Context: an optimization exercise on an open-source flow, tuned for small area. The choices shown serve that exercise and are no tape-out recipe.
The RTL was checked by simulation tests, not by an equivalence proof against the original design.
Power is estimated from default activity; no workload was simulated.

Setup of run 1:
## regfile_mp_scoreboard
module regfile_mp_scoreboard #(
  parameter int DATA_W = 32,
  parameter int DEPTH  = 32,
  parameter int ADR_W  = 5
) (
  input  logic              Clock,
  input  logic              Reset,
  input  logic              WEn_A,
  input  logic [ADR_W-1:0]  Write_Adr_A,
  input  logic [DATA_W-1:0] Write_Data_A,
  input  logic              WEn_B,
  input  logic [ADR_W-1:0]  Write_Adr_B,
  input  logic [DATA_W-1:0] Write_Data_B,
  input  logic [ADR_W-1:0]  Read_Adr_1,
  input  logic [ADR_W-1:0]  Read_Adr_2,
  input  logic              Issue_En,
  input  logic [ADR_W-1:0]  Issue_Adr,
  output logic [DATA_W-1:0] Read_Data_1,
  output logic [DATA_W-1:0] Read_Data_2,
  output logic              Busy_1,
  output logic              Busy_2,
  output logic              Write_Conflict
);
==> flow/config.mk <==
export PLATFORM = sky130hd
export DESIGN_NAME = regfile_mp_scoreboard
export DESIGN_NICKNAME = regfile_mp_scoreboard
export VERILOG_FILES = /design/flow/design.v
export SDC_FILE = /design/flow/constraint.sdc
export NUM_CORES = 4
export LEC_CHECK = 0
export CAP_MARGIN = 20
export CORE_MARGIN = 2
export CORE_UTILIZATION = 25
export PLACE_DENSITY = 0.3
export SLEW_MARGIN = 20
export SYNTH_HIERARCHICAL = 1
export SYNTH_MINIMUM_KEEP_SIZE = 0
==> flow/constraint.sdc <==
create_clock -name core_clock -period 8.0 [get_ports {Clock}]
set_input_delay 1.6000 -clock core_clock [delete_from_list [all_inputs] [get_ports {Clock}]]
set_output_delay 1.6000 -clock core_clock [all_outputs]
set_load 0.01 [all_outputs]
standard.sh (not shown) runs the stock make flow with config.mk's settings and CLKGATE_MAP_FILE= SYNTH_SCRIPT=/design/flow/synth_recipe.tcl, a recipe that flattens the netlist after the stock synthesis.
==> flow/flow/run.sh <==
#!/bin/bash
# The standard layout (the standard.sh, standard synthesis unchanged) with
# two placement/CTS options changed through ORFS's own variables:
#  - port buffers use the smallest buffer cell;
#  - clock tree synthesis inserts no dummy loads and uses small clock buffers.
# The full make output goes to standard_flow.log; ORFS keeps each tool's log
# under orfs/logs/.
set -euo pipefail
export BUFFER_PORTS_ARGS="-buffer_cell sky130_fd_sc_hd__buf_1"
export CTS_ARGS="-sink_clustering_enable -repair_clock_nets -dont_use_dummy_load -sink_clustering_size 16 -sink_clustering_max_diameter 60 -buf_list {sky130_fd_sc_hd__clkbuf_4 sky130_fd_sc_hd__clkbuf_8}"
bash standard.sh > standard_flow.log 2>&1
Run 1 did not stop at any stage, and its layout met the timing, design-rule and antenna checks.
Modified inputs, run 2 compared to run 1
Settings: swapping 0.3 for 0.4 in PLACE_DENSITY; swapping 20 for 5 in CAP_MARGIN; swapping 20 for 5 in SLEW_MARGIN; swapping 25 for 35 in CORE_UTILIZATION.
diff --git a/flow/flow/run.sh b/flow/flow/run.sh
--- a/flow/flow/run.sh
+++ b/flow/flow/run.sh
@@ -8,4 +8,4 @@
 set -euo pipefail
 export BUFFER_PORTS_ARGS="-buffer_cell sky130_fd_sc_hd__buf_1"
-export CTS_ARGS="-sink_clustering_enable -repair_clock_nets -dont_use_dummy_load -sink_clustering_size 16 -sink_clustering_max_diameter 60 -buf_list {sky130_fd_sc_hd__clkbuf_4 sky130_fd_sc_hd__clkbuf_8}"
+export CTS_ARGS="-sink_clustering_enable -repair_clock_nets -dont_use_dummy_load -sink_clustering_size 16 -sink_clustering_max_diameter 75 -buf_list {sky130_fd_sc_hd__clkbuf_4 sky130_fd_sc_hd__clkbuf_8}"
 bash standard.sh > standard_flow.log 2>&1
Notes after the runs:
Slew at the pin with the worst max-slew slack: run 2 vs run 1 up 78 ps
Compared with run 1, in run 2 global routing met1 resource utilization went up 8.8 points; total of clock buffers placed in the layout went down 38%.
Inputs modified between run 2 and run 3:
diff --git a/flow/flow/run.sh b/flow/flow/run.sh
--- a/flow/flow/run.sh
+++ b/flow/flow/run.sh
@@ -8,4 +8,4 @@
 set -euo pipefail
 export BUFFER_PORTS_ARGS="-buffer_cell sky130_fd_sc_hd__buf_1"
-export CTS_ARGS="-sink_clustering_enable -repair_clock_nets -dont_use_dummy_load -sink_clustering_size 16 -sink_clustering_max_diameter 75 -buf_list {sky130_fd_sc_hd__clkbuf_4 sky130_fd_sc_hd__clkbuf_8}"
+export CTS_ARGS="-sink_clustering_enable -repair_clock_nets -dont_use_dummy_load -sink_clustering_size 16 -sink_clustering_max_diameter 60 -buf_list {sky130_fd_sc_hd__clkbuf_4 sky130_fd_sc_hd__clkbuf_8}"
 bash standard.sh > standard_flow.log 2>&1
==> comparison <==
- Run 3: initial antenna violation count 2 above run 2
- Per the comparison of run 3 with run 2, sequential power essentially unchanged, fraction of standard cell area in multi-input logic decreased 0.34 points, count of non-filler cells in the finished layout increased 0.44%, global router's overall resource usage essentially unchanged, proportion of power drawn by combinational gates decreased 0.6 points.
- Data arrival time of the critical path up 50 ps in run 3 wrt run 2
- Compared with run 2, run 3 ends up with more cell area.

separate check: timing with driven ports:
The flow's constraints put no driver on any port. The routed layouts listed below were extracted and timed again, unchanged, in two steps.
Step 1 (the two cells are an assumption about what drives the block):
set clk [get_ports {Clock}]
set_driving_cell -lib_cell sky130_fd_sc_hd__clkbuf_16 $clk
set_driving_cell -lib_cell sky130_fd_sc_hd__buf_2 [delete_from_list [all_inputs] $clk]
Step 2 also shifts input and output timing later by t, the mid clock arrival at the registers, as if the neighbouring blocks saw the same clock.
a / b / c = ideal / step 1 / step 2; a / b = the first two.
run | t (ns) | setup WS [ns] | worst register clock-pin slew, ns | worst data-port slew with drivers (ns)
run 1 | 0.976 | 0.873 / 0.831 / 0.831 | 0.10 / 0.10 | 0.20
run 2 | 0.861 | 0.322 / 0.279 / 0.279 | 0.12 / 0.12 | 0.05
run 3 | 0.873 | 0.274 / 0.231 / 0.231 | 0.11 / 0.11 | 0.05
After both steps setup and hold are still met in every run listed.
